This is an optimization exercise on Yosys and OpenROAD, whose aim is small area, not a production implementation. At most, simulation tests tie the RTL to the original design; equivalence was not proved. No functional check of the RTL was part of run 3. Power is estimated from default activity; no workload was simulated.

File: flow/config.mk
export PLATFORM = sky130hd
export DESIGN_NAME = param_bus_datapath
export DESIGN_NICKNAME = param_bus_datapath
export VERILOG_FILES = /design/flow/design.v
export SDC_FILE = /design/flow/constraint.sdc
export NUM_CORES = 4
export LEC_CHECK = 0
export CAP_MARGIN = 20
export CORE_MARGIN = 2
export CORE_UTILIZATION = 60
export SETUP_SLACK_MARGIN = 0.1
export SLEW_MARGIN = 20
export SYNTH_HIERARCHICAL = 1
File: flow/constraint.sdc
create_clock -name core_clock -period 5.0 [get_ports {clk}]
set_input_delay 1.0000 -clock core_clock [delete_from_list [all_inputs] [get_ports {clk}]]
set_output_delay 1.0000 -clock core_clock [all_outputs]
set_load 0.01 [all_outputs]
File: flow/design.v
package param_bus_datapath_pkg;
  localparam int SRC_HI     = 0;
  localparam int SRC_LO     = 1;
  localparam int SRC_ZHI    = 2;
  localparam int SRC_ZLO    = 3;
  localparam int SRC_PC     = 4;
  localparam int SRC_MDR    = 5;
  localparam int SRC_INPORT = 6;
  localparam int SRC_CSEXT  = 7;
  localparam int SRC_EXT    = 8;
  localparam int SRC_COUNT  = 9;
  localparam logic [1:0] CON_EQZ = 2'b00;
  localparam logic [1:0] CON_NEZ = 2'b01;
  localparam logic [1:0] CON_POS = 2'b10;
  localparam logic [1:0] CON_NEG = 2'b11;
  typedef enum logic [1:0] {
    MEM_IDLE = 2'd0,
    MEM_RD   = 2'd1,
    MEM_WR   = 2'd2
  } mem_state_e;
  function automatic integer src_w(input integer nreg);
    src_w = $clog2(nreg + SRC_COUNT);
  endfunction
endpackage
import param_bus_datapath_pkg::*;
module mem_if_fsm #(
  parameter int MAX_WAIT = 15
) (
  input  logic clk,
  input  logic clr,
  input  logic mem_rd,
  input  logic mem_wr,
  input  logic mem_ack,
  output logic mem_req,
  output logic mem_we,
  output logic mem_busy,
  output logic mem_done,
  output logic mem_err,
  output logic mem_idle,
  output logic rd_active
);
  localparam int CNT_W = (MAX_WAIT < 2) ? 1 : $clog2(MAX_WAIT);
  localparam logic [CNT_W-1:0] CNT_LAST = CNT_W'(MAX_WAIT - 1);
  logic             busy_q, wr_q, done_q, err_q;
  logic [CNT_W-1:0] cnt_q;
  logic             finish, timeout;
  assign timeout = (cnt_q == CNT_LAST);
  assign finish  = mem_ack | timeout;
  always_ff @(posedge clk) begin
    cnt_q <= busy_q ? cnt_q + 1'b1 : '0;
  end
  always_ff @(posedge clk or negedge clr) begin
    if (!clr) begin
      busy_q <= 1'b0;
      wr_q   <= 1'b0;
      done_q <= 1'b0;
      err_q  <= 1'b0;
    end else begin
      if (busy_q) begin
        busy_q <= ~finish;
        wr_q   <= wr_q & ~finish;
      end else begin
        busy_q <= mem_rd ^ mem_wr;
        wr_q   <= mem_wr & ~mem_rd;
      end
      done_q <= busy_q & mem_ack;
      err_q  <= err_q | (busy_q ? (~mem_ack & timeout) : (mem_rd & mem_wr));
    end
  end
  assign mem_req   = busy_q;
  assign mem_we    = wr_q;
  assign mem_busy  = busy_q;
  assign mem_done  = done_q;
  assign mem_err   = err_q;
  assign mem_idle  = ~busy_q;
  assign rd_active = busy_q & ~wr_q;
endmodule
import param_bus_datapath_pkg::*;
module param_bus_datapath #(
  parameter  int DATA_W   = 32,
  parameter  int NREG     = 16,
  parameter  int ADDR_W   = 9,
  parameter  int MAX_WAIT = 15,
  localparam int SRC_W    = param_bus_datapath_pkg::src_w(NREG)
) (
  input  logic                clk,
  input  logic                clr,
  input  logic [SRC_W-1:0]    bus_src,
  input  logic [NREG-1:0]     reg_in,
  input  logic                hi_in,
  input  logic                lo_in,
  input  logic                pc_in,
  input  logic                ir_in,
  input  logic                y_in,
  input  logic                z_in,
  input  logic                mar_in,
  input  logic                mdr_in,
  input  logic                con_in,
  input  logic                out_in,
  input  logic                ba_mode,
  input  logic [DATA_W-1:0]   ext_bus,
  output logic [DATA_W-1:0]   alu_a,
  output logic [DATA_W-1:0]   alu_b,
  input  logic [2*DATA_W-1:0] alu_res,
  input  logic                mem_rd,
  input  logic                mem_wr,
  output logic                mem_req,
  output logic                mem_we,
  output logic [ADDR_W-1:0]   mem_addr,
  output logic [DATA_W-1:0]   mem_wdata,
  input  logic [DATA_W-1:0]   mem_rdata,
  input  logic                mem_ack,
  output logic                mem_busy,
  output logic                mem_done,
  output logic                mem_err,
  input  logic [DATA_W-1:0]   in_data,
  input  logic                in_strobe,
  output logic [DATA_W-1:0]   out_port,
  output logic [DATA_W-1:0]   ir_out,
  output logic                con_out
);
  localparam int CODE_HI     = NREG + SRC_HI;
  localparam int CODE_LO     = NREG + SRC_LO;
  localparam int CODE_ZHI    = NREG + SRC_ZHI;
  localparam int CODE_ZLO    = NREG + SRC_ZLO;
  localparam int CODE_PC     = NREG + SRC_PC;
  localparam int CODE_MDR    = NREG + SRC_MDR;
  localparam int CODE_INPORT = NREG + SRC_INPORT;
  localparam int CODE_CSEXT  = NREG + SRC_CSEXT;
  localparam int CODE_EXT    = NREG + SRC_EXT;
  logic [DATA_W-1:0]   regs_q [NREG];
  logic [DATA_W-1:0]   hi_q, lo_q, pc_q;
  logic [2*DATA_W-1:0] zn_q;        
  logic [DATA_W-1:0]   inportn_q;   
  logic [NREG-1:0]     rv_q;
  logic                hiv_q, lov_q, pcv_q, zv_q, inv_q;
  logic [DATA_W-1:0]   ir_q, y_q, mdr_q, out_q;
  logic [ADDR_W-1:0]   mar_q;
  logic                con_q;
  logic [DATA_W-1:0]   bus, bus_n;
  logic                con_cond;
  logic                mem_idle;
  logic                rd_active;
  logic                rd_capture;
  logic [NREG-1:0]     sel_r;
  logic sel_hi, sel_lo, sel_zh, sel_zl, sel_pc, sel_mdr, sel_inp, sel_cs, sel_ext;
  always_comb begin
    for (int i = 0; i < NREG; i++)
      sel_r[i] = (bus_src == SRC_W'(i)) && rv_q[i];
    if (ba_mode) sel_r[0] = 1'b0;
    sel_hi  = (bus_src == SRC_W'(CODE_HI))     && hiv_q;
    sel_lo  = (bus_src == SRC_W'(CODE_LO))     && lov_q;
    sel_zh  = (bus_src == SRC_W'(CODE_ZHI))    && zv_q;
    sel_zl  = (bus_src == SRC_W'(CODE_ZLO))    && zv_q;
    sel_pc  = (bus_src == SRC_W'(CODE_PC))     && pcv_q;
    sel_mdr = (bus_src == SRC_W'(CODE_MDR));
    sel_inp = (bus_src == SRC_W'(CODE_INPORT)) && inv_q;
    sel_cs  = (bus_src == SRC_W'(CODE_CSEXT));
    sel_ext = (bus_src == SRC_W'(CODE_EXT));
  end
  logic [DATA_W-1:0] csext;
  logic [DATA_W-1:0] g [6];
  logic [DATA_W-1:0] ga, gb, gc, ge;
  logic [DATA_W-1:0] pa, pb, pc;
  assign csext = {{(DATA_W-19){ir_q[18]}}, ir_q[18:0]};
  for (genvar k = 0; k < 5; k++) begin : g_aoi
    bus_aoi3 #(.W(DATA_W)) u_aoi (
      .s1(sel_r[3*k]),   .d1(regs_q[3*k]),
      .s2(sel_r[3*k+1]), .d2(regs_q[3*k+1]),
      .s3(sel_r[3*k+2]), .d3(regs_q[3*k+2]),
      .y(g[k]));
  end
  bus_aoi3 #(.W(DATA_W)) u_aoi5 (
    .s1(sel_r[15]), .d1(regs_q[15]),
    .s2(sel_hi),    .d2(hi_q),
    .s3(sel_lo),    .d3(lo_q),
    .y(g[5]));
  bus_aoi2n #(.W(DATA_W)) u_aoi_zh (
    .sn(~sel_zh), .qn(zn_q[2*DATA_W-1:DATA_W]), .s(sel_pc), .d(pc_q), .y(ga));
  bus_aoi2n #(.W(DATA_W)) u_aoi_zl (
    .sn(~sel_zl), .qn(zn_q[DATA_W-1:0]), .s(sel_mdr), .d(mdr_q), .y(gb));
  bus_aoi2n #(.W(DATA_W)) u_aoi_in (
    .sn(~sel_inp), .qn(inportn_q), .s(sel_cs), .d(csext), .y(gc));
  bus_nand2 #(.W(DATA_W)) u_ext (.a({DATA_W{sel_ext}}), .b(ext_bus), .y(ge));
  bus_nand4 #(.W(DATA_W)) u_n0 (.a(g[0]), .b(g[1]), .c(g[2]), .d(g[3]), .y(pa));
  bus_nand4 #(.W(DATA_W)) u_n1 (.a(g[4]), .b(g[5]), .c(ga),   .d(gb),   .y(pb));
  bus_nand2 #(.W(DATA_W)) u_n2 (.a(gc),   .b(ge),   .y(pc));
  bus_nor3  #(.W(DATA_W)) u_bn (.a(pa),   .b(pb),   .c(pc), .y(bus_n));
  assign bus = ~bus_n;
  always_comb begin
    case (ir_q[20:19])
      CON_EQZ: con_cond = (bus == '0);
      CON_NEZ: con_cond = (bus != '0);
      CON_POS: con_cond = ~bus[DATA_W-1];
      default: con_cond = bus[DATA_W-1];
    endcase
  end
  logic [DATA_W-1:0]   regs_d [NREG];
  logic [DATA_W-1:0]   hi_d, lo_d, pc_d, inportn_d;
  logic [2*DATA_W-1:0] zn_d;
  for (genvar g = 0; g < NREG; g++) begin : g_reg
    bus_hold #(.W(DATA_W)) u_hold (.en(reg_in[g]), .dn(bus_n), .q(regs_q[g]), .y(regs_d[g]));
  end
  bus_hold #(.W(DATA_W))   u_hold_hi (.en(hi_in),     .dn(bus_n),   .q(hi_q),      .y(hi_d));
  bus_hold #(.W(DATA_W))   u_hold_lo (.en(lo_in),     .dn(bus_n),   .q(lo_q),      .y(lo_d));
  bus_hold #(.W(DATA_W))   u_hold_pc (.en(pc_in),     .dn(bus_n),   .q(pc_q),      .y(pc_d));
  bus_hold #(.W(2*DATA_W)) u_hold_z  (.en(z_in),      .dn(alu_res), .q(zn_q),      .y(zn_d));
  bus_hold #(.W(DATA_W))   u_hold_in (.en(in_strobe), .dn(in_data), .q(inportn_q), .y(inportn_d));
  always_ff @(posedge clk) begin
    for (int i = 0; i < NREG; i++)
      regs_q[i] <= regs_d[i];
    hi_q      <= hi_d;
    lo_q      <= lo_d;
    pc_q      <= pc_d;
    zn_q      <= zn_d;
    inportn_q <= inportn_d;
  end
  always_ff @(posedge clk or negedge clr) begin
    if (!clr) begin
      rv_q  <= '0;
      hiv_q <= 1'b0;
      lov_q <= 1'b0;
      pcv_q <= 1'b0;
      zv_q  <= 1'b0;
      inv_q <= 1'b0;
    end else begin
      rv_q  <= rv_q | reg_in;
      hiv_q <= hiv_q | hi_in;
      lov_q <= lov_q | lo_in;
      pcv_q <= pcv_q | pc_in;
      zv_q  <= zv_q | z_in;
      inv_q <= inv_q | in_strobe;
    end
  end
  logic [DATA_W-1:0] ir_d, y_d, out_d, mdr_d, mdr_src_n;
  logic [ADDR_W-1:0] mar_d;
  logic              mar_en, mdr_en, con_d;
  assign mar_en = mar_in & mem_idle;
  assign mdr_en = rd_capture | (mdr_in & ~rd_active);
  assign con_d  = con_in ? con_cond : con_q;
  bus_hold  #(.W(DATA_W)) u_hold_ir  (.en(ir_in),  .dn(bus_n), .q(ir_q),  .y(ir_d));
  bus_hold  #(.W(DATA_W)) u_hold_y   (.en(y_in),   .dn(bus_n), .q(y_q),   .y(y_d));
  bus_hold  #(.W(DATA_W)) u_hold_out (.en(out_in), .dn(bus_n), .q(out_q), .y(out_d));
  bus_hold  #(.W(ADDR_W)) u_hold_mar (.en(mar_en), .dn(bus_n[ADDR_W-1:0]), .q(mar_q), .y(mar_d));
  bus_mux2i #(.W(DATA_W)) u_mdr_src  (.s(rd_capture), .a1(mem_rdata), .a0(bus), .y(mdr_src_n));
  bus_hold  #(.W(DATA_W)) u_hold_mdr (.en(mdr_en), .dn(mdr_src_n), .q(mdr_q), .y(mdr_d));
  always_ff @(posedge clk or negedge clr) begin
    if (!clr) begin
      ir_q  <= '0;
      y_q   <= '0;
      mar_q <= '0;
      mdr_q <= '0;
      out_q <= '0;
      con_q <= 1'b0;
    end else begin
      ir_q  <= ir_d;
      y_q   <= y_d;
      mar_q <= mar_d;
      mdr_q <= mdr_d;
      out_q <= out_d;
      con_q <= con_d;
    end
  end
  mem_if_fsm #(
    .MAX_WAIT (MAX_WAIT)
  ) u_mem_if_fsm (
    .clk       (clk),
    .clr       (clr),
    .mem_rd    (mem_rd),
    .mem_wr    (mem_wr),
    .mem_ack   (mem_ack),
    .mem_req   (mem_req),
    .mem_we    (mem_we),
    .mem_busy  (mem_busy),
    .mem_done  (mem_done),
    .mem_err   (mem_err),
    .mem_idle  (mem_idle),
    .rd_active (rd_active)
  );
  assign rd_capture = rd_active && mem_ack;
  assign alu_a     = y_q;
  assign alu_b     = bus;
  assign mem_addr  = mar_q;
  assign mem_wdata = mdr_q;
  assign out_port  = out_q;
  assign ir_out    = ir_q;
  assign con_out   = con_q;
endmodule
module bus_hold #(
  parameter int W = 32
) (
  input  logic         en,
  input  logic [W-1:0] dn,
  input  logic [W-1:0] q,
  output logic [W-1:0] y
);
  logic [W-1:0] t;
  hold_nor #(.W(W)) u_nor (.en(en), .q(q), .t(t));
  hold_aoi #(.W(W)) u_aoi (.en(en), .dn(dn), .t(t), .y(y));
endmodule
module hold_nor #(
  parameter int W = 32
) (
  input  logic         en,
  input  logic [W-1:0] q,
  output logic [W-1:0] t
);
  assign t = ~({W{en}} | q);
endmodule
module hold_aoi #(
  parameter int W = 32
) (
  input  logic         en,
  input  logic [W-1:0] dn,
  input  logic [W-1:0] t,
  output logic [W-1:0] y
);
  assign y = ~(({W{en}} & dn) | t);
endmodule
module bus_aoi3 #(
  parameter int W = 32
) (
  input  logic         s1, s2, s3,
  input  logic [W-1:0] d1, d2, d3,
  output logic [W-1:0] y
);
  assign y = ~(({W{s1}} & d1) | ({W{s2}} & d2) | ({W{s3}} & d3));
endmodule
module bus_aoi2n #(
  parameter int W = 32
) (
  input  logic         sn, s,
  input  logic [W-1:0] qn, d,
  output logic [W-1:0] y
);
  assign y = ~(({W{~sn}} & ~qn) | ({W{s}} & d));
endmodule
module bus_nand2 #(
  parameter int W = 32
) (
  input  logic [W-1:0] a, b,
  output logic [W-1:0] y
);
  assign y = ~(a & b);
endmodule
module bus_nand4 #(
  parameter int W = 32
) (
  input  logic [W-1:0] a, b, c, d,
  output logic [W-1:0] y
);
  assign y = ~(a & b & c & d);
endmodule
module bus_nor3 #(
  parameter int W = 32
) (
  input  logic [W-1:0] a, b, c,
  output logic [W-1:0] y
);
  assign y = ~(a | b | c);
endmodule
module bus_mux2i #(
  parameter int W = 32
) (
  input  logic         s,
  input  logic [W-1:0] a1, a0,
  output logic [W-1:0] y
);
  assign y = ~(s ? a1 : a0);
endmodule
File: flow/flow/run.sh
#!/bin/bash
# Own layout flow: the standard ORFS flow, with
#  - port buffers made from the smallest plain buffer instead of delay cells,
#  - clock tree built without dummy balancing loads, from mid-size buffers.
# Each ORFS step writes its full log under orfs/logs/; make's own output
# goes to flow_make.log here.
set -euo pipefail
bash standard.sh \
  BUFFER_PORTS_ARGS="-buffer_cell sky130_fd_sc_hd__buf_1" \
  CTS_ARGS="-sink_clustering_enable -repair_clock_nets -dont_use_dummy_load -buf_list sky130_fd_sc_hd__clkbuf_16 -sink_clustering_size 32 -sink_clustering_max_diameter 80" \
  finish > flow_make.log 2>&1
File: flow/standard.sh
#!/bin/bash
# synth_recipe.tcl (not shown) runs the flow's synth.tcl, then flattens the netlist and writes it again
# the make line also repeats each setting of config.mk as NAME=value (left out here)
make -C /OpenROAD-flow-scripts/flow DESIGN_CONFIG=/design/flow/config.mk WORK_HOME=/design/flow/orfs CLKGATE_MAP_FILE= SYNTH_SCRIPT=/design/flow/synth_recipe.tcl "${@:-finish}"
==> flow_summary.ini, run 1 <==
[run_status]
status = timing/DRC/antenna clean

[worst_setup_path]
crit_fanout = 29
critPathCaptureType = primary output
cp-start-kind = primary input
cp_slowest_stage_delay_ns = 0.72
path_class = primary input to primary output
crit_slowest_cell = a2bb2oi_1
required_ns = 4.00
worstPathArrival_ns = 3.74
cp.buffers_inverters = 4
crit_top_cell = buf_1
worstPathCellList = buf_1 > nor3b_1 > nand3_2 > buf_12 > a2bb2oi_1 > nand4_1 > nor3_4 > inv_1 > buf_1
crit_family = simple AND/OR/NAND/NOR gates

[pwr]
peakVddDrop_mv = 0.300
intPower_w = 0.0107
swShare = 0.322
net-switching-power_w = 0.00509
p_comb_frac = 0.204
cellLeakagePower_nw = 14.2
power_frac_seq = 0.578
p_per_area_mw_per_mm2 = 445
clkPwrFrac = 0.218

[layout]
area_growth_pct = 5.84
multi_input_area_mm2 = 0.0129
fin_nets = 3895
register_area_mm2 = 0.0183
final_layout_size_suffix_gt1_frac = 0.0954
top_regs = regs_q x512, zn_q x64
largest-register = regs_q
final_util = 0.644
largest_register_ffs = 512
finalNonFillerCells = 4442
n_fill_cell = 4682

[yosys]
syn_inst = 3405
syn_avg_cell_area_um2 = 9.87
synthFlopType = dfxtp_1
synth_edf_count = 0
synth.distinct_cells = 39
synth_fp_nets = 3607
async_reset_ff_frac = 0.187
ys_warn_count = 12
ys_seq_area_frac = 0.543
synth_seq_cells = 871
synth_area_mm2 = 0.0336

[floorplanning]
fp.dieH_um = 241
die_x_um = 241
core-area_mm2 = 0.0552
start_util = 0.609
ios = 373
row_count = 86
dieArea_mm2 = 0.0579

[route]
antenna_left = 0
routed_via_density = 6.32
drc_errors = 0
first_pass_iters = 12
wl_per_cell_um = 24.9
drtIter0Drc = 4581
vias = 28100
routed_wl_um = 111000

[clock_network]
cts_tree = built
cts_resized = 0
post_cts_buffers = 0
clkTransAtPathRegs_ns = 0.10
cts.htree.levels = 2
insertion_delay_ns = 0.63
postCtsHoldBufs = 0
cts_sinks = 871
numCtsBuffers = 37
clk_path_buf_depth = 3
cts_root_buffer = clkbuf_16

[sta]
min_period_ns = 4.74
fin_skew_ns = 0.0741
fin_setup_tns_ns = 0
maxSlewHeadroom = 0.242
slew_violations = 0
setup_viol = 0
rsz0062_at_grt = false
tightestPinTransition_ns = 1.14
fmax_mhz = 211
hold_viol_final = 0
period_share = 0.949
worst_slack_ns = 0.256

[global_routing]
gr-total-overflow = 0
grt_max_degree = 103
grt_usage = 0.370
antenna_found_initial = 3
grt_pass1_vias = 26200
grt_pass1_wl_um = 160000

[placement]
dp.cells = 4402
dp_hpwl_um = 73000
io_buffers = 372
dpl_worst_slack_ns = 0.376
place.gp.congestion = 0.888

[min_path]
hold_path.class = primary input to async pin

[flow_run]
cap_violations = 0
-- cells in the mapped netlist, types with 2 or more instances --
| master | n | share of area |
|---|---|---|
| a21oi_1 | 831 | 0.12 |
| a21oi_2 | 11 | 0.0029 |
| a222oi_1 | 192 | 0.057 |
| a2bb2oi_1 | 6 | 0.0016 |
| a2bb2oi_2 | 90 | 0.040 |
| and2_1 | 6 | 0.0011 |
| and3_1 | 19 | 0.0035 |
| and4b_1 | 2 | 0.00060 |
| buf_2 | 18 | 0.0027 |
| buf_4 | 10 | 0.0022 |
| buf_6 | 206 | 0.069 |
| buf_8 | 3 | 0.0013 |
| dfrtp_1 | 163 | 0.12 |
| dfxtp_1 | 708 | 0.42 |
| ha_1 | 4 | 0.0015 |
| inv_1 | 35 | 0.0039 |
| mux2i_1 | 33 | 0.0098 |
| nand2_1 | 67 | 0.0075 |
| nand3_1 | 8 | 0.0012 |
| nand4_1 | 71 | 0.013 |
| nor2_1 | 847 | 0.095 |
| nor2b_1 | 3 | 0.00056 |
| nor3_1 | 3 | 0.00045 |
| nor3_2 | 32 | 0.0095 |
| nor3b_1 | 3 | 0.00067 |
| or2_2 | 21 | 0.0039 |
-- worst paths after layout --
path / startpoint / endpoint / slack (ns) / depth (start not counted)
min in group core_clock: rv_q[4]$_DFF_PN0_ / rv_q[4]$_DFF_PN0_ / 0.47 / 1
worst min register to register: rv_q[4]$_DFF_PN0_ / rv_q[4]$_DFF_PN0_ / 0.47 / 1
max in group asynchronous: clr / mdr_q[30]$_DFF_PN0_ / 3.69 / 2
worst max-delay path: bus_src[2] / alu_b[0] / 0.26 / 9
worst min-delay path: clr / ir_q[3]$_DFF_PN0_ / 0.29 / 1
worst max register to register: rv_q[0]$_DFF_PN0_ / con_q$_DFFE_PN0P_ / 1.32 / 9
-- stage by stage --
step                      total power (W)  hold WS (ns)  area [um2]
after floorplan                    0.0110         0.427       33600
after global placement             0.0123         0.445       34600
after detailed placement           0.0124         0.445       34600
after CTS                          0.0158         0.276       35500
after global routing               0.0165         0.292       35600
final                              0.0158         0.286       35600
-- final cells by class --
cell class / count / area share
Clock buffer: 37 / 0.0260
Sequential cell: 871 / 0.513
Timing Repair Buffer: 486 / 0.0672
Antenna cell: 3 / 0.000211
Tap cell: 748 / 0.0263
Multi-Input combinational cell: 2261 / 0.363
Inverter: 36 / 0.00380
-- kinds of logic after synthesis --
family,Yosys count,synth area share
xor gates and xnor gates,1,0.000261
and+or+nand+nor,1088,0.139
muxes,34,0.0102
buffers and inverters,273,0.0793
AOI/OAI and AO/OA,1134,0.227
adders and majority gates,4,0.00149
DFF,871,0.543
-- metal layers --
layer  global-route usage  vias to the layer above  part of all wire  wire (um)
met4                0.135                        0             0.035       3860
met3               0.0670                      215              0.10      11600
met1                0.523                    13600              0.41      45700
li1                     -                    12700                 -          -
met2                0.571                     1507              0.45      49500
met5                    0                        -                 0          0
-- cells in the final DEF (no fill, tap or decap), types with 33 or more instances in the layout --
cell,netlist,final
inv_1,35,35
dfxtp_1,708,708
nand2_1,67,67
buf_1,0,347
a222oi_1,192,192
buf_4,10,106
clkbuf_16,0,37
nand4_1,71,71
a2bb2oi_2,90,90
a21oi_1,831,831
nor2_1,847,847
dfrtp_1,163,163
mux2i_1,33,33
-- power groups by stage --
stage / logic, W / clock network, W / registers, W
after floorplan: 0.00188 / 0 / 0.00915
after global placement: 0.00308 / 0 / 0.00920
after detailed placement: 0.00318 / 0 / 0.00925
after CTS: 0.00319 / 0.00351 / 0.00911
after global routing: 0.00350 / 0.00374 / 0.00926
final: 0.00323 / 0.00346 / 0.00914
==> run 2, diff against run 1 <==
--- a/flow/flow/run.sh
+++ b/flow/flow/run.sh
@@ -9,3 +9,3 @@
   BUFFER_PORTS_ARGS="-buffer_cell sky130_fd_sc_hd__buf_1" \
-  CTS_ARGS="-sink_clustering_enable -repair_clock_nets -dont_use_dummy_load -buf_list sky130_fd_sc_hd__clkbuf_16 -sink_clustering_size 32 -sink_clustering_max_diameter 80" \
+  CTS_ARGS="-sink_clustering_enable -repair_clock_nets -dont_use_dummy_load -buf_list sky130_fd_sc_hd__clkbuf_8 -sink_clustering_size 18 -sink_clustering_max_diameter 60" \
   finish > flow_make.log 2>&1
==> run 2 against run 1 <==
  * Still clean on timing, DRC and antenna
  * Largest power group unchanged
  * Area after synthesis is the same
  * Combinational power is essentially flat
  * Total power shrank 1.7%
  * Clock power shrank 7.8%
  * First-iteration DRC count shrank 1.8%
==> flow_summary.ini, run 2 <==
[layout]
final_layout_size_suffix_gt1_frac = 0.100
design_area_mm2 = 0.0354
finalNonFillerCells = 4464
area_growth_pct = 5.47
top_regs = regs_q x512, zn_q x64
final_common_cell = nor2_1
largest-register = regs_q
fin_nets = 3916
largest_register_ffs = 512
layout_common_cells = nor2_1, a21oi_1, dfxtp_1, buf_1, a222oi_1

[clock_network]
numCtsBuffers = 58
cts_resized = 0
clk_path_buf_depth = 3
post_cts_buffers = 0
cts_root_buffer = clkbuf_8
cts_tree = built
postCtsHoldBufs = 0
cts.htree.levels = 2
cts_sinks = 871
insertion_delay_ns = 0.72
clkTransAtPathRegs_ns = 0.11

[worst_setup_path]
worstPathArrival_ns = 3.83
crit_slowest_cell = a2bb2oi_1
crit_top_cell = buf_1
crit_family = simple AND/OR/NAND/NOR gates
worstPathCellList = buf_1 > nor3b_1 > nand3_2 > buf_12 > a2bb2oi_1 > nand4_1 > nor3_4 > inv_1 > buf_1
cp-start-kind = primary input
path_class = primary input to primary output
critPathCaptureType = primary output
required_ns = 4.00
cp.buffers_inverters = 4
crit_fanout = 29
cp_slowest_stage_delay_ns = 0.76
r2r_slack_ns = 1.36

[floorplanning]
die_x_um = 241
dieArea_mm2 = 0.0579
fp.dieH_um = 241
row_count = 86
start_util = 0.609
core-area_mm2 = 0.0552
ios = 373

[route]
wl_per_cell_um = 24.8
first_pass_iters = 15
drtIter0Drc = 4498
vias = 28300
drc_errors = 0
routed_wl_um = 111000
antenna_left = 0
routed_via_density = 6.34

[yosys]
syn_avg_cell_area_um2 = 9.87
ys_seq_area_frac = 0.543
synth_fp_nets = 3607
yosysTopAreaCell = dfxtp_1
synth_seq_cells = 871
synth_area_mm2 = 0.0336
synth.distinct_cells = 39
ys_top_cells_by_count = nor2_1, a21oi_1, dfxtp_1, buf_6, a222oi_1
ys_warn_count = 12
synth_edf_count = 0
syn_inst = 3405
synthFlopType = dfxtp_1
async_reset_ff_frac = 0.187
synth.top_cell.area_share = 0.422
synth.area.top_cells = dfxtp_1, a21oi_1, dfrtp_1
yosysMostFrequentCell = nor2_1

[sta]
fmax_mhz = 207
min_period_ns = 4.83
slew_violations = 0
tightestPinTransition_ns = 1.17
period_share = 0.967
hold_viol_final = 0
setup_viol = 0
fin_setup_tns_ns = 0
fin_skew_ns = 0.0390
worst_slack_ns = 0.167
rsz0062_at_grt = false
maxSlewHeadroom = 0.219
timing.hold.ws_ns = 0.182

[placement]
dpl_cell_area_mm2 = 0.0346
io_buffers = 372
dp.cells = 4402
dp_hpwl_um = 73000
dpl_worst_slack_ns = 0.376
place.gp.congestion = 0.888

[pwr]
intPower_w = 0.0104
power_frac_seq = 0.588
swShare = 0.330
cellLeakagePower_nw = 14.2
p_comb_frac = 0.207
peakVddDrop_mv = 0.272
clkPwrFrac = 0.205
p_per_area_mw_per_mm2 = 439
net-switching-power_w = 0.00513

[run_status]
status = timing/DRC/antenna clean

[global_routing]
grt_pass1_wl_um = 160000
grt_pass1_vias = 26500
grt_usage = 0.371
grt_max_degree = 103
antenna_found_initial = 6
gr-total-overflow = 0

[flow_run]
cap_violations = 0

[min_path]
hold_path.class = primary input to async pin
[run 2: changes by cell type in the layout (fill, tap and decap cells not counted), sizes merged]
cell    change
diode       +1
clkbuf     +21
[run 2: kinds of logic (layout without fill, tap and decap cells)]
family,after synthesis,after routing,share of synthesized area
adders and majority gates,4,4,0.00149
muxes,34,34,0.0102
other,0,4,0
and+or+nand+nor,1088,1088,0.139
DFF,871,871,0.543
AOI/OAI and AO/OA,1134,1134,0.227
xor gates and xnor gates,1,1,0.000261
buffers and inverters,273,580,0.0793
[run 2: metal layers]
metal  track usage  up-vias  part of all wire
met5             0        -           0.00021
met4         0.145        4             0.036
met3        0.0777      243              0.11
met2         0.569     1517              0.45
met1         0.516    13800              0.41
li1              -    12800                 -
[run 2: path summary, 6_finish.rpt]
path                                   startpoint                    to  cells after the start
worst max-delay path                   bus_src[2]              alu_b[0]                      9
worst min-delay path                          clr     ir_q[7]$_DFF_PN0_                      1
worst max register to register  rv_q[0]$_DFF_PN0_     con_q$_DFFE_PN0P_                      9
worst min register to register  rv_q[4]$_DFF_PN0_     rv_q[4]$_DFF_PN0_                      1
max in group asynchronous                     clr   mdr_q[27]$_DFF_PN0_                      2
min in group core_clock                in_data[8]  inportn_q[8]$_DFF_P_                      2
[run 2: power groups by stage]
stage / Combinational (W) / Sequential, W / Clock [W]
6_report: 0.00323 / 0.00914 / 0.00319
5_1_grt: 0.00350 / 0.00926 / 0.00346
4_1_cts: 0.00319 / 0.00911 / 0.00323
3_5_place_dp: 0.00318 / 0.00925 / 0
3_3_place_gp: 0.00308 / 0.00920 / 0
2_1_floorplan: 0.00188 / 0.00915 / 0
[run 2: layout make-up]
| class | count | area (um2) |
|---|---|---|
| diodes | 4 | 10.0 |
| inverters | 36 | 135 |
| well taps | 748 | 936 |
| multi-input cells | 2261 | 12900 |
| clock buffers | 58 | 798 |
| flip-flops and latches | 871 | 18300 |
| repair buffers | 486 | 2390 |
| fillers | 4698 | 19800 |
[run 2: metrics by stage]
| stage | util | total power (W) |
|---|---|---|
| 2_1_floorplan | - | 0.0110 |
| 3_3_place_gp | 0.627 | 0.0123 |
| 3_5_place_dp | 0.627 | 0.0124 |
| 4_1_cts | 0.642 | 0.0155 |
| 5_1_grt | 0.642 | 0.0162 |
| 6_report | 0.642 | 0.0156 |
==> run 3, diff against run 2 <==
--- a/flow/design.v
+++ b/flow/design.v
@@ -161,5 +161,4 @@
   logic [DATA_W-1:0] csext;
-  logic [DATA_W-1:0] g [6];
-  logic [DATA_W-1:0] ga, gb, gc, ge;
-  logic [DATA_W-1:0] pa, pb, pc;
+  logic [DATA_W-1:0] g [8];
+  logic [DATA_W-1:0] pa, pb, pz, pi;
   assign csext = {{(DATA_W-19){ir_q[18]}}, ir_q[18:0]};
@@ -177,13 +176,16 @@
     .y(g[5]));
-  bus_aoi2n #(.W(DATA_W)) u_aoi_zh (
-    .sn(~sel_zh), .qn(zn_q[2*DATA_W-1:DATA_W]), .s(sel_pc), .d(pc_q), .y(ga));
-  bus_aoi2n #(.W(DATA_W)) u_aoi_zl (
-    .sn(~sel_zl), .qn(zn_q[DATA_W-1:0]), .s(sel_mdr), .d(mdr_q), .y(gb));
-  bus_aoi2n #(.W(DATA_W)) u_aoi_in (
-    .sn(~sel_inp), .qn(inportn_q), .s(sel_cs), .d(csext), .y(gc));
-  bus_nand2 #(.W(DATA_W)) u_ext (.a({DATA_W{sel_ext}}), .b(ext_bus), .y(ge));
+  bus_aoi3 #(.W(DATA_W)) u_aoi6 (
+    .s1(sel_pc),  .d1(pc_q),
+    .s2(sel_mdr), .d2(mdr_q),
+    .s3(sel_cs),  .d3(csext),
+    .y(g[6]));
+  bus_nand2 #(.W(DATA_W)) u_ext (.a({DATA_W{sel_ext}}), .b(ext_bus), .y(g[7]));
+  bus_oai22 #(.W(DATA_W)) u_z (
+    .a1({DATA_W{~sel_zh}}), .a2(zn_q[2*DATA_W-1:DATA_W]),
+    .b1({DATA_W{~sel_zl}}), .b2(zn_q[DATA_W-1:0]),
+    .y(pz));
+  bus_nor2 #(.W(DATA_W)) u_in (.a({DATA_W{~sel_inp}}), .b(inportn_q), .y(pi));
   bus_nand4 #(.W(DATA_W)) u_n0 (.a(g[0]), .b(g[1]), .c(g[2]), .d(g[3]), .y(pa));
-  bus_nand4 #(.W(DATA_W)) u_n1 (.a(g[4]), .b(g[5]), .c(ga),   .d(gb),   .y(pb));
-  bus_nand2 #(.W(DATA_W)) u_n2 (.a(gc),   .b(ge),   .y(pc));
-  bus_nor3  #(.W(DATA_W)) u_bn (.a(pa),   .b(pb),   .c(pc), .y(bus_n));
+  bus_nand4 #(.W(DATA_W)) u_n1 (.a(g[4]), .b(g[5]), .c(g[6]), .d(g[7]), .y(pb));
+  bus_nor4  #(.W(DATA_W)) u_bn (.a(pa), .b(pb), .c(pz), .d(pi), .y(bus_n));
   assign bus = ~bus_n;
@@ -328,10 +330,17 @@
 endmodule
-module bus_aoi2n #(
+module bus_oai22 #(
   parameter int W = 32
 ) (
-  input  logic         sn, s,
-  input  logic [W-1:0] qn, d,
+  input  logic [W-1:0] a1, a2, b1, b2,
   output logic [W-1:0] y
 );
-  assign y = ~(({W{~sn}} & ~qn) | ({W{s}} & d));
+  assign y = ~((a1 | a2) & (b1 | b2));
+endmodule
+module bus_nor2 #(
+  parameter int W = 32
+) (
+  input  logic [W-1:0] a, b,
+  output logic [W-1:0] y
+);
+  assign y = ~(a | b);
 endmodule
@@ -353,9 +362,9 @@
 endmodule
-module bus_nor3 #(
+module bus_nor4 #(
   parameter int W = 32
 ) (
-  input  logic [W-1:0] a, b, c,
+  input  logic [W-1:0] a, b, c, d,
   output logic [W-1:0] y
 );
-  assign y = ~(a | b | c);
+  assign y = ~(a | b | c | d);
 endmodule
==> run 3 against run 2 <==
  * Register-to-register slack got worse by 0.55 ns
  * Fmax fell by 3.0%
  * Critical path type unchanged
  * Synthesized cell count fell by 1.2%
  * Cell count fell by 1.3%
  * Largest power group unchanged
  * Routed wire length rose by 0.42%
  * Area after synthesis fell by 2.6%
  * Clock power fell by 2%
  * Total power fell by 0.47%
  * Critical path depth rose by 1
  * Global-route usage rose by 1.1 points
==> flow_summary.ini, run 3 <==
[run_status]
status = timing/DRC/antenna clean

[pwr]
cellLeakagePower_nw = 14.0
peakVddDrop_mv = 0.274
p_per_area_mw_per_mm2 = 445

[sta]
fmax_mhz = 201
maxSlewHeadroom = 0.245
period_share = 0.997
timing.hold.ws_ns = 0.336
fin_setup_tns_ns = 0
setup_viol = 0
slew_violations = 0
hold_viol_final = 0
tightestPinTransition_ns = 1.13
rsz0062_at_grt = false
fin_skew_ns = 0.0637
min_period_ns = 4.98

[clock_network]
cts_resized = 0
insertion_delay_ns = 0.71
clk_path_buf_depth = 3
numCtsBuffers = 57
cts_sinks = 871
cts.htree.levels = 2
cts_root_buffer = clkbuf_8
clkTransAtPathRegs_ns = 0.10
postCtsHoldBufs = 0
post_cts_buffers = 0
cts_tree = built

[yosys]
synth.top_cell.area_share = 0.433
synth_fp_nets = 3566
async_reset_ff_frac = 0.187
syn_avg_cell_area_um2 = 9.72
synth_compound_area_frac = 0.206
synth_area_mm2 = 0.0327
synth.area.top_cells = dfxtp_1, a21oi_1, dfrtp_1
ys_warn_count = 12
synthFlopType = dfxtp_1
yosysTopAreaCell = dfxtp_1
synthXorXnorAreaFrac = 0.000268
synthMuxAreaShare = 0.0104
synth.distinct_cells = 37
synth_top_family_by_area = compound AO/OA/AOI/OAI gates
synth_edf_count = 0
syn_inst = 3364
yosysMostFrequentCell = nor2_1
synth_seq_cells = 871
ys_seq_area_frac = 0.558
ys_top_cells_by_count = nor2_1, a21oi_1, dfxtp_1, a222oi_1, buf_6
synthAdderAreaFrac = 0.00153
yosys.area_share.simple = 0.145

[route]
first_pass_iters = 10
routed_wl_um = 111000
vias = 28400
routed_via_density = 6.44
drtIter0Drc = 4346
wl_per_cell_um = 25.3
drc_errors = 0
antenna_left = 0

[layout]
largest-register = regs_q
layout_common_cells = nor2_1, a21oi_1, dfxtp_1, buf_1, a222oi_1
final_common_cell = nor2_1
largest_register_ffs = 512
final_util = 0.647
finalNonFillerCells = 4405
n_fill_cell = 4577
top_regs = regs_q x512, zn_q x64
area_growth_pct = 6.45
final_layout_size_suffix_gt1_frac = 0.0817
fin_nets = 3912

[placement]
io_buffers = 372
place.gp.congestion = 0.929
dp_hpwl_um = 74600
dp.cells = 4347

[worst_setup_path]
cp.buffers_inverters = 5
critPathCaptureType = primary output
worstPathCellList = buf_1 > nor3b_1 > and3_2 > buf_4 > a222oi_1 > nand4_1 > nor4_4 > buf_4 > inv_1 > buf_1
cp_slowest_stage_delay_ns = 0.62
cp-start-kind = primary input
required_ns = 4.00
path_class = primary input to primary output
worstPathArrival_ns = 3.98
crit_fanout = 29
crit_family = simple AND/OR/NAND/NOR gates
crit_slowest_cell = and3_2

[floorplanning]
fp.dieH_um = 237
die_x_um = 237
start_util = 0.608
dieArea_mm2 = 0.0564
core-area_mm2 = 0.0538
row_count = 85
ios = 373

[flow_run]
cap_violations = 0

[min_path]
hold_path.class = primary input to async pin

[global_routing]
grt_pass1_vias = 26300
antenna_found_initial = 1
gr-total-overflow = 0
grt_max_degree = 119
grt_usage = 0.382
grt_pass1_wl_um = 163000
[run 3: kinds of logic (layout without fill, tap and decap cells)]
| kind of cell | after synthesis | in the layout |
|---|---|---|
| AO/OA/AOI/OAI | 1102 | 1102 |
| XOR/XNOR | 1 | 1 |
| adder cells (fa/ha/maj) | 4 | 4 |
| buffers and inverters | 264 | 608 |
| flip-flops | 871 | 871 |
| multiplexers | 34 | 34 |
| other | 0 | 1 |
| AND/OR/NAND/NOR | 1088 | 1088 |
[run 3: area by class of cell]
class / count / area [um2] / area share
diodes: 1 / 2.50 / 0.0000719
inverters: 36 / 135 / 0.00388
repair buffers: 515 / 2590 / 0.0743
multi-input cells: 2229 / 12200 / 0.350
clock buffers: 57 / 785 / 0.0225
flip-flops and latches: 871 / 18300 / 0.524
well taps: 696 / 871 / 0.0250
[run 3: final timing paths]
check	startpoint	endpoint	slack, ns	depth (start not counted)
max	bus_src[3]	alu_b[30]	0.02	10
min	clr	out_q[5]$_DFF_PN0_	0.34	1
max reg2reg	rv_q[6]$_DFF_PN0_	con_q$_DFFE_PN0P_	0.81	11
min reg2reg	rv_q[1]$_DFF_PN0_	rv_q[1]$_DFF_PN0_	0.48	1
max in group asynchronous	clr	out_q[27]$_DFF_PN0_	3.37	2
min in group core_clock	in_data[30]	inportn_q[30]$_DFF_P_	0.44	2
[run 3: layer usage]
layer	track usage	up-vias	routed length [um]	share of wire
met1	0.518	13600	43800	0.39
met2	0.602	1748	50600	0.45
li1	-	12800	-	-
met4	0.181	0	5590	0.050
met5	0	-	0	0
met3	0.0619	308	11300	0.10
[run 3: where the power goes]
group	leakage (nW)	internal, W	switching (W)
registers	7.82	0.00827	0.000876
clock network	0.410	0.00102	0.00211
logic	5.76	0.00115	0.00206
total	14.0	0.0104	0.00505
[run 3: metrics by stage]
step / cell area (um2) / setup slack, ns / total power, W
finish: 34800 / 0.0152 / 0.0155
global placement: 34000 / -0.0564 / 0.0123
global route: 34800 / 0.107 / 0.0162
CTS: 34800 / 0.168 / 0.0154
detailed placement: 34000 / -0.0940 / 0.0124
floorplan: 32700 / 0.553 / 0.0109
==> run 4, diff against run 3 <==
--- a/flow/design.v
+++ b/flow/design.v
@@ -162,3 +162,3 @@
   logic [DATA_W-1:0] g [8];
-  logic [DATA_W-1:0] pa, pb, pz, pi;
+  logic [DATA_W-1:0] pa, pb, pz, pi, w0, w1;
   assign csext = {{(DATA_W-19){ir_q[18]}}, ir_q[18:0]};
@@ -189,4 +189,6 @@
   bus_nand4 #(.W(DATA_W)) u_n1 (.a(g[4]), .b(g[5]), .c(g[6]), .d(g[7]), .y(pb));
-  bus_nor4  #(.W(DATA_W)) u_bn (.a(pa), .b(pb), .c(pz), .d(pi), .y(bus_n));
-  assign bus = ~bus_n;
+  bus_nor2  #(.W(DATA_W)) u_w0 (.a(pa), .b(pb), .y(w0));
+  bus_nor2  #(.W(DATA_W)) u_w1 (.a(pz), .b(pi), .y(w1));
+  bus_nand2 #(.W(DATA_W)) u_bp (.a(w0), .b(w1), .y(bus));
+  assign bus_n = ~bus;
   always_comb begin
@@ -362,10 +364,2 @@
 endmodule
-module bus_nor4 #(
-  parameter int W = 32
-) (
-  input  logic [W-1:0] a, b, c, d,
-  output logic [W-1:0] y
-);
-  assign y = ~(a | b | c | d);
-endmodule
 module bus_mux2i #(
--- a/flow/config.mk
+++ b/flow/config.mk
@@ -7,7 +7,7 @@
 export LEC_CHECK = 0
-export CAP_MARGIN = 20
+export CAP_MARGIN = 10
 export CORE_MARGIN = 2
-export CORE_UTILIZATION = 60
-export SETUP_SLACK_MARGIN = 0.1
-export SLEW_MARGIN = 20
+export CORE_UTILIZATION = 70
+export SETUP_SLACK_MARGIN = 0.05
+export SLEW_MARGIN = 10
 export SYNTH_HIERARCHICAL = 1
==> run 4 against run 3 <==
  * Still clean on timing, DRC and antenna
  * Clock skew is 0.016 ns lower
  * Routed wire length fell by 5.7%
  * Fmax increased by 3.4%
  * Sequential power about the same
  * Critical path depth down 1
  * Area after synthesis decreased by 0.15%
  * Flip-flop and latch count unchanged
  * Clock power is 2% lower
  * Global-route usage up 3.8 points
  * Non-clock buffer count is 54 lower
  * Total power shrank 1.8%
  * Largest cell class unchanged
  * Largest power group unchanged
==> flow_summary.ini, run 4 <==
[floorplanning]
core-area_mm2 = 0.0463
fp.dieH_um = 220
row_count = 79
die_x_um = 220
dieArea_mm2 = 0.0484
start_util = 0.706
ios = 373

[layout]
largest-register = regs_q
top_regs = regs_q x512, zn_q x64
final_common_cell = nor2_1
finalNonFillerCells = 4325
design_area_mm2 = 0.0340
final_layout_size_suffix_gt1_frac = 0.0565
fin_nets = 3920
area_growth_pct = 4.05
largest_register_ffs = 512
layout_common_cells = nor2_1, a21oi_1, dfxtp_1, buf_1, a222oi_1

[yosys]
synth.top_cell.area_share = 0.434
ys_top_cells_by_count = nor2_1, a21oi_1, dfxtp_1, a222oi_1, buf_6
async_reset_ff_frac = 0.187
syn_avg_cell_area_um2 = 9.53
synth_seq_cells = 871
synth.distinct_cells = 37
synth_area_mm2 = 0.0327
yosysTopAreaCell = dfxtp_1
ys_warn_count = 12
synthFlopType = dfxtp_1
syn_inst = 3428
ys_seq_area_frac = 0.559
synth_edf_count = 0
synth_fp_nets = 3630
synth.area.top_cells = dfxtp_1, a21oi_1, dfrtp_1
yosysMostFrequentCell = nor2_1

[sta]
fin_setup_tns_ns = 0
setup_viol = 0
min_period_ns = 4.82
maxSlewHeadroom = 0.119
period_share = 0.964
timing.hold.ws_ns = 0.427
fmax_mhz = 207
tightestPinTransition_ns = 1.32
slew_violations = 0
worst_slack_ns = 0.180
fin_skew_ns = 0.0481
rsz0062_at_grt = false
hold_viol_final = 0

[worst_setup_path]
regToRegEndpoint = con_q$_DFFE_PN0P_
path_class = primary input to primary output
crit_fanout = 15
cp-start-kind = primary input
r2r_start = rv_q[11]$_DFF_PN0_
crit_path_end = alu_b[6]
required_ns = 4.00
r2r_slack_ns = 1.09
worstPathArrival_ns = 3.82
critPathCaptureType = primary output
r2r_cells = 10
startpoint = bus_src[3]

[placement]
dp_hpwl_um = 68800
dpl_cell_area_mm2 = 0.0332
place.gp.congestion = 0.947
io_buffers = 372
dpl_worst_slack_ns = 0.272
dp.cells = 4268

[clock_network]
insertion_delay_ns = 0.73
cts_resized = 0
cts_root_buffer = clkbuf_8
cts.htree.levels = 2
cts_tree = built
clkTransAtPathRegs_ns = 0.12
numCtsBuffers = 55
clk_path_buf_depth = 3
cts_sinks = 871
post_cts_buffers = 0
postCtsHoldBufs = 0

[route]
wl_per_cell_um = 24.3
drtIter0Drc = 5181
routed_wl_um = 105000
routed_via_density = 6.64
drc_errors = 0
first_pass_iters = 11
vias = 28700
antenna_left = 0

[global_routing]
grt_max_degree = 164
grt_pass1_vias = 26100
grt_pass1_wl_um = 153000
grt_usage = 0.420
gr-total-overflow = 0
antenna_found_initial = 3

[run_status]
status = timing/DRC/antenna clean

[pwr]
p_per_area_mw_per_mm2 = 447
peakVddDrop_mv = 0.331
cellLeakagePower_nw = 13.6

[flow_run]
cap_violations = 0

[min_path]
hold_path.class = primary input to register
min_from = in_data[16]
## run 4: kinds of logic after synthesis
logic type | synth area share
AO/OA/AOI/OAI | 0.206
XOR/XNOR | 0.000268
adder cells (fa/ha/maj) | 0.00153
buffers and inverters | 0.0790
flip-flops | 0.559
multiplexers | 0.0105
AND/OR/NAND/NOR | 0.144
## run 4: worst min-delay path by stage
| stage | endpoint | slack (ns) | depth (start not counted) |
|---|---|---|---|
| 3_5_place_dp | rv_q[14]$_DFF_PN0_ | 0.45 | 1 |
| 4_1_cts | inportn_q[16]$_DFF_P_ | 0.41 | 2 |
| 3_3_place_gp | rv_q[13]$_DFF_PN0_ | 0.44 | 1 |
| 5_1_grt | inportn_q[13]$_DFF_P_ | 0.43 | 2 |
| 2_1_floorplan | rv_q[10]$_DFF_PN0_ | 0.43 | 1 |
| 6_report | inportn_q[16]$_DFF_P_ | 0.43 | 2 |
## run 4: layer usage
| metal | wire length (um) | part of all wire | global-route usage |
|---|---|---|---|
| met3 | 13600 | 0.13 | 0.0907 |
| met2 | 46900 | 0.45 | 0.642 |
| met4 | 6150 | 0.059 | 0.247 |
| met5 | 28 | 0.00027 | 0 |
| met1 | 38300 | 0.36 | 0.551 |
## run 4: critical path: stages
cell,delay [ns]
buf_1,0.23
nor3b_1,0.40
and3_1,1.11
buf_12,0.25
a222oi_1,0.10
nand4_1,0.15
nor2_1,0.05
nand2_1,0.32
buf_1,0.19
## run 4: stage by stage
step                       util  total power, W
after global routing      0.735          0.0158
after detailed placement  0.718          0.0121
after CTS                 0.734          0.0151
final                     0.735          0.0152
after global placement    0.718          0.0120
after floorplan               -          0.0109
## run 4: cell type report
type                       count  area [um2]
multi-input combinational   2293       11800
fill                        3564       12300
antenna                        2        5.00
sequential                   871       18300
clock buffer                  55         757
timing repair buffer         461        2240
inverter                      36         135
tap                          607         759
## run 4: report_power, final
part / internal, W / switching, W
Sequential: 0.00827 / 0.000887
Clock: 0.000987 / 0.00209
Combinational: 0.000951 / 0.00201
Total: 0.0102 / 0.00500
==> run 5, diff against run 4 <==
--- a/flow/config.mk
+++ b/flow/config.mk
@@ -7,7 +7,7 @@
 export LEC_CHECK = 0
-export CAP_MARGIN = 10
+export CAP_MARGIN = 0
 export CORE_MARGIN = 2
-export CORE_UTILIZATION = 70
-export SETUP_SLACK_MARGIN = 0.05
-export SLEW_MARGIN = 10
+export CORE_UTILIZATION = 60
+export SETUP_SLACK_MARGIN = 0.1
+export SLEW_MARGIN = 0
 export SYNTH_HIERARCHICAL = 1
==> run 5 against run 4 <==
  * Die area grew 16%
  * Clock-buffer cell count up 2
  * Synthesized cell count is the same
  * Clock skew about the same
  * Sequential share of layout area fell by 0.063 points
  * Fmax increased by 3.9%
  * Flip-flop and latch count stayed put
  * Critical endpoint is now alu_b[22]
==> flow_summary.ini, run 5 <==
[global_routing]
grt_usage = 0.363
gr-total-overflow = 0
grt_pass1_vias = 25900
antenna_found_initial = 4
grt_pass1_wl_um = 156000
grt_max_degree = 98

[yosys]
synth_seq_cells = 871
synthFlopType = dfxtp_1
syn_avg_cell_area_um2 = 9.53
ys_top_cells_by_count = nor2_1, a21oi_1, dfxtp_1, a222oi_1, buf_6
synth_area_mm2 = 0.0327
synth_edf_count = 0
synth_fp_nets = 3630
synth.top_cell.area_share = 0.434
yosysTopAreaCell = dfxtp_1
ys_seq_area_frac = 0.559
synth.area.top_cells = dfxtp_1, a21oi_1, dfrtp_1
ys_warn_count = 12
yosysMostFrequentCell = nor2_1
synth.distinct_cells = 37
async_reset_ff_frac = 0.187
syn_inst = 3428

[clock_network]
cts_resized = 0
postCtsHoldBufs = 0
cts_tree = built
clk_path_buf_depth = 3
cts_root_buffer = clkbuf_8
post_cts_buffers = 0
numCtsBuffers = 57
cts.htree.levels = 2
insertion_delay_ns = 0.72
clkTransAtPathRegs_ns = 0.10
cts_sinks = 871

[worst_setup_path]
required_ns = 4.00
worstPathArrival_ns = 3.64
cp_slowest_stage_delay_ns = 0.93
r2r_cells = 10
crit_top_cell = buf_1
critPathCaptureType = primary output
cp-start-kind = primary input
r2r_start = rv_q[3]$_DFF_PN0_
crit_slowest_cell = and3_2
crit_fanout = 32
r2r_slack_ns = 1.50
crit_path_end = alu_b[22]
startpoint = bus_src[3]
regToRegEndpoint = con_q$_DFFE_PN0P_
worstPathCellList = buf_1 > nor3b_1 > and3_2 > a222oi_1 > nand4_1 > nor2_1 > nand2_1 > buf_1
path_class = primary input to primary output

[sta]
fin_skew_ns = 0.0483
slew_violations = 0
fmax_mhz = 216
rsz0062_at_grt = false
tightestPinTransition_ns = 1.10
setup_viol = 0
worst_slack_ns = 0.362
maxSlewHeadroom = 0.265
fin_setup_tns_ns = 0
hold_viol_final = 0
min_period_ns = 4.64
period_share = 0.928

[route]
routed_via_density = 6.31
antenna_left = 0
wl_per_cell_um = 24.0
drc_errors = 0
vias = 27800
drtIter0Drc = 4153
first_pass_iters = 9
routed_wl_um = 106000

[floorplanning]
ios = 373
start_util = 0.607
die_x_um = 237
fp.dieH_um = 237
row_count = 85
core-area_mm2 = 0.0538
dieArea_mm2 = 0.0563

[placement]
dp_hpwl_um = 70600
dpl_worst_slack_ns = 0.532
io_buffers = 372
place.gp.congestion = 0.916
dpl_cell_area_mm2 = 0.0332

[layout]
area_growth_pct = 4.18
largest-register = regs_q
final_common_cell = nor2_1
final_layout_size_suffix_gt1_frac = 0.0555
top_regs = regs_q x512, zn_q x64
largest_register_ffs = 512
layout_common_cells = nor2_1, a21oi_1, dfxtp_1, buf_1, a222oi_1
n_fill_cell = 4666
fin_nets = 3915
final_util = 0.632
design_area_mm2 = 0.0340

[pwr]
p_per_area_mw_per_mm2 = 448
cellLeakagePower_nw = 13.6
peakVddDrop_mv = 0.291
power.total_w = 0.0152

[min_path]
hold_path.class = primary input to async pin

[run_status]
status = timing/DRC/antenna clean

[flow_run]
cap_violations = 0
## run 5: cell counts after synthesis
No cell type changed its count.
## run 5: worst min-delay path by stage
stage / start / endpoint / slack, ns / cells past startpoint
after floorplan: rv_q[10]$_DFF_PN0_ / rv_q[10]$_DFF_PN0_ / 0.43 / 1
after global placement: rv_q[10]$_DFF_PN0_ / rv_q[10]$_DFF_PN0_ / 0.44 / 1
after detailed placement: rv_q[7]$_DFF_PN0_ / rv_q[7]$_DFF_PN0_ / 0.44 / 1
after CTS: clr / out_q[12]$_DFF_PN0_ / 0.35 / 2
after global routing: clr / out_q[12]$_DFF_PN0_ / 0.37 / 2
final: clr / out_q[12]$_DFF_PN0_ / 0.33 / 2
## run 5: cell type report
class / count / area, um2 / area share
Antenna cell: 3 / 7.51 / 0.000221
Clock buffer: 57 / 785 / 0.0231
Inverter: 36 / 135 / 0.00397
Multi-Input combinational cell: 2293 / 11800 / 0.348
Sequential cell: 871 / 18300 / 0.537
Tap cell: 696 / 871 / 0.0256
Timing Repair Buffer: 454 / 2140 / 0.0628
## run 5: kinds of logic after synthesis
| group | after synthesis | synth area share |
|---|---|---|
| AND/OR/NAND/NOR | 1152 | 0.144 |
| adder cells (fa/ha/maj) | 4 | 0.00153 |
| XOR/XNOR | 1 | 0.000268 |
| flip-flops | 871 | 0.559 |
| AO/OA/AOI/OAI | 1102 | 0.206 |
| multiplexers | 34 | 0.0105 |
| buffers and inverters | 264 | 0.0790 |
## run 5: power by group
part	internal [W]	switching, W
Combinational	0.000961	0.00202
Clock	0.00102	0.00214
Sequential	0.00827	0.000822
Total	0.0102	0.00499
## run 5: worst max-delay path: cells and delay by family
kind	cells	cell delay, ns
AOI/OAI and AO/OA	1	0.26
buffers and inverters	2	0.42
and+or+nand+nor	5	1.91
## run 5: per-layer routing
metal | vias up | wire [um] | global-route usage
met2 | 1492 | 48600 | 0.576
li1 | 12700 | - | -
met1 | 13300 | 42600 | 0.488
met5 | - | 9 | 0
met3 | 234 | 9740 | 0.0562
met4 | 2 | 5120 | 0.176
## run 5: stage by stage
step | cells | hold slack (ns)
6_report | 4410 | 0.331
5_1_grt | 4410 | 0.371
4_1_cts | 4407 | 0.345
3_5_place_dp | 4350 | 0.442
3_3_place_gp | 4350 | 0.440
2_1_floorplan | 3428 | 0.427
==> run 6, diff against run 5 <==
--- a/flow/config.mk
+++ b/flow/config.mk
@@ -7,3 +7,3 @@
 export LEC_CHECK = 0
-export CAP_MARGIN = 0
+export CAP_MARGIN = 20
 export CORE_MARGIN = 2
@@ -11,3 +11,3 @@
 export SETUP_SLACK_MARGIN = 0.1
-export SLEW_MARGIN = 0
+export SLEW_MARGIN = 20
 export SYNTH_HIERARCHICAL = 1
==> run 6 against run 5 <==
  * Sequential share of layout area did not move
  * Flip-flop and latch count stayed put
  * Highest routed layer unchanged
  * Fmax stayed put
  * Routed wire length stayed put
  * Global-route usage is the same
  * Worst hold slack did not move
  * Critical path type unchanged
==> flow_summary.ini, run 6 <==
[global_routing]
grt_pass1_vias = 25900
grt_max_degree = 98
antenna_found_initial = 4
gr-total-overflow = 0
grt_usage = 0.363
grt_pass1_wl_um = 156000

[layout]
fin_nets = 3915
final_layout_size_suffix_gt1_frac = 0.0555
final_common_cell = nor2_1
top_regs = regs_q x512, zn_q x64
largest_register_ffs = 512
area_growth_pct = 4.18
largest-register = regs_q
design_area_mm2 = 0.0340
layout_common_cells = nor2_1, a21oi_1, dfxtp_1, buf_1, a222oi_1

[clock_network]
numCtsBuffers = 57
post_cts_buffers = 0
postCtsHoldBufs = 0
clkTransAtPathRegs_ns = 0.10
cts_root_buffer = clkbuf_8
insertion_delay_ns = 0.72
cts.htree.levels = 2
clk_path_buf_depth = 3
cts_resized = 0
cts_tree = built
cts_sinks = 871

[sta]
fin_skew_ns = 0.0483
fin_setup_tns_ns = 0
period_share = 0.928
worst_slack_ns = 0.362
min_period_ns = 4.64
timing.hold.ws_ns = 0.331
tightestPinTransition_ns = 1.10
maxSlewHeadroom = 0.265
slew_violations = 0
setup_viol = 0
rsz0062_at_grt = false
fmax_mhz = 216
hold_viol_final = 0

[floorplanning]
die_x_um = 237
row_count = 85
core-area_mm2 = 0.0538
fp.dieH_um = 237
start_util = 0.607
ios = 373
dieArea_mm2 = 0.0563

[route]
routed_via_density = 6.31
vias = 27800
routed_wl_um = 106000
drc_errors = 0
antenna_left = 0
wl_per_cell_um = 24.0
drtIter0Drc = 4153
first_pass_iters = 9

[run_status]
status = timing/DRC/antenna clean

[yosys]
yosysTopAreaCell = dfxtp_1
synth_seq_cells = 871
synthFlopType = dfxtp_1
synth_area_mm2 = 0.0327
syn_avg_cell_area_um2 = 9.53
syn_inst = 3428
synth.distinct_cells = 37
ys_warn_count = 12
async_reset_ff_frac = 0.187
ys_seq_area_frac = 0.559
synth_edf_count = 0
synth_fp_nets = 3630
synth.area.top_cells = dfxtp_1, a21oi_1, dfrtp_1
ys_top_cells_by_count = nor2_1, a21oi_1, dfxtp_1, a222oi_1, buf_6
synth.top_cell.area_share = 0.434
yosysMostFrequentCell = nor2_1

[worst_setup_path]
cp-start-kind = primary input
worstPathArrival_ns = 3.64
required_ns = 4.00
path_class = primary input to primary output
crit_fanout = 32
critPathCaptureType = primary output

[placement]
dpl_cell_area_mm2 = 0.0332
io_buffers = 372
place.gp.congestion = 0.916
dp_hpwl_um = 70600
dpl_worst_slack_ns = 0.532

[pwr]
cellLeakagePower_nw = 13.6
p_per_area_mw_per_mm2 = 448
peakVddDrop_mv = 0.291
power.total_w = 0.0152

[min_path]
hold_path.class = primary input to async pin

[flow_run]
cap_violations = 0
==> run 6: cell counts in the layout (fill, tap and decap cells not counted) <==
Identical to the previous run, type by type.
==> run 6: layout make-up <==
| class | instances | area (um2) |
|---|---|---|
| clock buffers | 57 | 785 |
| inverters | 36 | 135 |
| fillers | 4666 | 19800 |
| multi-input cells | 2293 | 11800 |
| flip-flops and latches | 871 | 18300 |
| well taps | 696 | 871 |
| diodes | 3 | 7.51 |
| repair buffers | 454 | 2140 |
==> run 6: kinds of logic after synthesis <==
kind of cell / after synthesis / synth area share
xor+xnor: 1 / 0.000268
fa+ha+maj: 4 / 0.00153
compound gates: 1102 / 0.206
simple gates: 1152 / 0.144
buf+inv: 264 / 0.0790
mux: 34 / 0.0105
flops: 871 / 0.559
==> run 6: report_power, final <==
group | switching (W) | total, W | internal, W
clock network | 0.00214 | 0.00316 | 0.00102
logic | 0.00202 | 0.00298 | 0.000961
registers | 0.000822 | 0.00909 | 0.00827
total | 0.00499 | 0.0152 | 0.0102
==> run 6: worst max-delay path, stage by stage <==
cell and delay [ns]:
buf_1 0.22, nor3b_1 0.45, and3_2 0.93, a222oi_1 0.26, nand4_1 0.20, nor2_1 0.07, nand2_1 0.26, buf_1 0.20
==> run 6: path summary, 6_finish.rpt <==
check	start	to	slack, ns	depth (start not counted)
worst max-delay path	bus_src[3]	alu_b[22]	0.36	8
min in group core_clock	in_data[1]	inportn_q[1]$_DFF_P_	0.44	2
worst min-delay path	clr	out_q[12]$_DFF_PN0_	0.33	2
max in group asynchronous	clr	y_q[0]$_DFF_PN0_	3.87	2
worst min register to register	rv_q[11]$_DFF_PN0_	rv_q[11]$_DFF_PN0_	0.47	1
worst max register to register	rv_q[3]$_DFF_PN0_	con_q$_DFFE_PN0P_	1.50	10
==> run 6: layer usage <==
metal / GRT usage / routed length (um) / share of wire
met1: 0.488 / 42600 / 0.40
met3: 0.0562 / 9740 / 0.092
met2: 0.576 / 48600 / 0.46
met5: 0 / 9 / 0.000085
met4: 0.176 / 5120 / 0.048
==> run 6: stage by stage <==
stage | std cells | util
floorplan | 3428 | -
global placement | 4350 | 0.617
detailed placement | 4350 | 0.617
CTS | 4407 | 0.632
global route | 4410 | 0.632
finish | 4410 | 0.632
==> run 7, diff against run 6 <==
--- a/flow/flow/run.sh
+++ b/flow/flow/run.sh
@@ -9,3 +9,3 @@
   BUFFER_PORTS_ARGS="-buffer_cell sky130_fd_sc_hd__buf_1" \
-  CTS_ARGS="-sink_clustering_enable -repair_clock_nets -dont_use_dummy_load -buf_list sky130_fd_sc_hd__clkbuf_8 -sink_clustering_size 18 -sink_clustering_max_diameter 60" \
+  CTS_ARGS="-sink_clustering_enable -repair_clock_nets -dont_use_dummy_load -buf_list sky130_fd_sc_hd__clkbuf_4 -sink_clustering_size 10 -sink_clustering_max_diameter 40" \
   finish > flow_make.log 2>&1
==> run 7 against run 6 <==
  * Area after synthesis stayed put
  * Sequential share of layout area is 0.17 points lower
  * Via count is 1.5% higher
  * Critical path depth stayed put
  * Clock-buffer cell count is 60 higher
  * Die area stayed put
  * Global-route usage is 0.39 points higher
  * Routed wire length is 0.94% higher
  * Cell count is 1.5% higher
  * Largest cell class unchanged
==> flow_summary.ini, run 7 <==
[run_status]
status = timing/DRC/antenna clean

[route]
first_pass_iters = 13
drtIter0Drc = 4079
top_layer_used = met4
wl_met3_um = 10200
routed_wl_um = 107000
wl_per_cell_um = 23.9
vias = 28200
dr_wl_met2_um = 48900
antenna_left = 0
wl_met1_um = 42500
routed_via_density = 6.31
drc_errors = 0

[clock_network]
cts_tree = built
cts_resized = 0
numCtsBuffers = 117
cts_root_buffer = clkbuf_4
cts.htree.levels = 3
insertion_delay_ns = 0.95
clkTransAtPathRegs_ns = 0.11
clk_path_buf_depth = 3
postCtsHoldBufs = 0
post_cts_buffers = 0
cts_sinks = 871

[sta]
fin_skew_ns = 0.0782
hold_viol_final = 0
fmax_mhz = 215
worst_slack_ns = 0.355
fin_setup_tns_ns = 0
min_period_ns = 4.65
maxSlewHeadroom = 0.263
setup_viol = 0
rsz0062_at_grt = false
slew_violations = 0
tightestPinTransition_ns = 1.11
period_share = 0.929

[layout]
final_util = 0.634
design_area_mm2 = 0.0341
final_layout_size_suffix_gt1_frac = 0.0705
fin_nets = 3975
largest_register_ffs = 512
area_growth_pct = 4.50
final_common_cell = nor2_1
top_regs = regs_q x512, zn_q x64
largest-register = regs_q
layout_common_cells = nor2_1, a21oi_1, dfxtp_1, buf_1, a222oi_1
n_fill_cell = 4681

[yosys]
synth_seq_cells = 871
synth_edf_count = 0
ys_warn_count = 12
async_reset_ff_frac = 0.187
synth_area_mm2 = 0.0327
ys_seq_area_frac = 0.559
synth.area.top_cells = dfxtp_1, a21oi_1, dfrtp_1
syn_inst = 3428
yosysTopAreaCell = dfxtp_1
syn_avg_cell_area_um2 = 9.53
synthFlopType = dfxtp_1
synth.top_cell.area_share = 0.434
yosysMostFrequentCell = nor2_1
synth.distinct_cells = 37
ys_top_cells_by_count = nor2_1, a21oi_1, dfxtp_1, a222oi_1, buf_6
synth_fp_nets = 3630

[pwr]
power_frac_seq = 0.591
p_per_area_mw_per_mm2 = 451
p_comb_frac = 0.194
swShare = 0.331
net-switching-power_w = 0.00509
clkPwrFrac = 0.215
intPower_w = 0.0103
peakVddDrop_mv = 0.279
cellLeakagePower_nw = 13.7

[global_routing]
grt_pass1_wl_um = 157000
gr-total-overflow = 0
grt_pass1_vias = 26300
antenna_found_initial = 4
grt_max_degree = 98
grt_usage = 0.367

[floorplanning]
row_count = 85
fp.dieH_um = 237
ios = 373
start_util = 0.607
die_x_um = 237
dieArea_mm2 = 0.0563
core-area_mm2 = 0.0538

[placement]
dpl_cell_area_mm2 = 0.0332
io_buffers = 372
dpl_worst_slack_ns = 0.532
dp_hpwl_um = 70600
place.gp.congestion = 0.916

[worst_setup_path]
required_ns = 4.00
r2r_cells = 11
r2r_slack_ns = 1.46
cp-start-kind = primary input
path_class = primary input to primary output
crit_fanout = 32
regToRegEndpoint = con_q$_DFFE_PN0P_
worstPathArrival_ns = 3.65
critPathCaptureType = primary output
r2r_start = rv_q[15]$_DFF_PN0_

[min_path]
hold_path.class = primary input to async pin

[flow_run]
cap_violations = 0
## run 7: cell counts after synthesis
Identical to the previous run, type by type.
## run 7: power by group through the flow
| stage | clock (W) | sequential, W | combinational [W] |
|---|---|---|---|
| 6_report | 0.00331 | 0.00909 | 0.00298 |
| 5_1_grt | 0.00363 | 0.00921 | 0.00326 |
| 4_1_cts | 0.00335 | 0.00906 | 0.00294 |
| 3_5_place_dp | 0 | 0.00920 | 0.00294 |
| 3_3_place_gp | 0 | 0.00916 | 0.00283 |
| 2_1_floorplan | 0 | 0.00910 | 0.00180 |
## run 7: layout make-up
type,count,area [um2],area share
timing repair buffer,454,2140,0.0626
tap,696,871,0.0255
sequential,871,18300,0.535
multi-input combinational,2293,11800,0.347
clock buffer,117,878,0.0257
antenna,8,20.0,0.000587
inverter,36,135,0.00396
## run 7: worst max path at each step
| stage | start | to | cells after the start |
|---|---|---|---|
| 6_report | bus_src[3] | alu_b[22] | 8 |
| 2_1_floorplan | bus_src[3] | alu_b[31] | 5 |
| 4_1_cts | bus_src[3] | alu_b[22] | 9 |
| 3_5_place_dp | bus_src[4] | con_q$_DFFE_PN0P_ | 13 |
| 3_3_place_gp | bus_src[3] | con_q$_DFFE_PN0P_ | 12 |
| 5_1_grt | bus_src[3] | alu_b[22] | 8 |
## run 7: stage by stage
stage | hold WS [ns] | cells | power [W]
CTS | 0.121 | 4467 | 0.0154
detailed placement | 0.442 | 4350 | 0.0121
floorplan | 0.427 | 3428 | 0.0109
global placement | 0.440 | 4350 | 0.0120
global route | 0.133 | 4474 | 0.0161
finish | 0.140 | 4475 | 0.0154
## run 7: worst max-delay path: stages
cell and delay (ns):
buf_1 0.22, nor3b_1 0.45, and3_2 0.95, a222oi_1 0.27, nand4_1 0.21, nor2_1 0.07
nand2_1 0.26, buf_1 0.20
## run 7: per-layer routing
layer,GRT usage,up-vias
li1,-,12900
met1,0.488,13500
met2,0.582,1562
met4,0.181,0
met3,0.0642,243
met5,0,-
## run 7: cell families after synthesis
logic type	after synthesis	synth area share
AOI/OAI and AO/OA	1102	0.206
xor gates and xnor gates	1	0.000268
adders and majority gates	4	0.00153
buffers and inverters	264	0.0790
DFF	871	0.559
muxes	34	0.0105
and+or+nand+nor	1152	0.144

## what the ideal ports hide
Ports are ideal in the flow. The routed layouts listed here were re-timed in OpenROAD.
Step 1 sets driving cells, clkbuf_16 on the clock port and buf_2 on the other inputs (assumed; they add their load-dependent delay and slew).
Step 2 times the ports against the registers' clock, not the clock port: input delays grow and output delays shrink by t, the midpoint of the rising clock arrivals with the driver on.
a / b / c = no drivers / after step 1 / after step 2; a / b = the first two.
run	t (ns)	setup WS [ns]
run 1	0.661	0.256 / 0.225 / 0.225
run 2	0.768	0.167 / 0.136 / 0.136
run 3	0.738	0.015 / -0.041 / -0.260
run 4	0.761	0.180 / 0.146 / 0.022
run 5	0.762	0.362 / 0.341 / 0.341
run 6	0.762	0.362 / 0.341 / 0.341
run 7	0.965	0.355 / 0.333 / 0.333
With both steps, setup timing fails in run 3, where it was met with ideal ports.
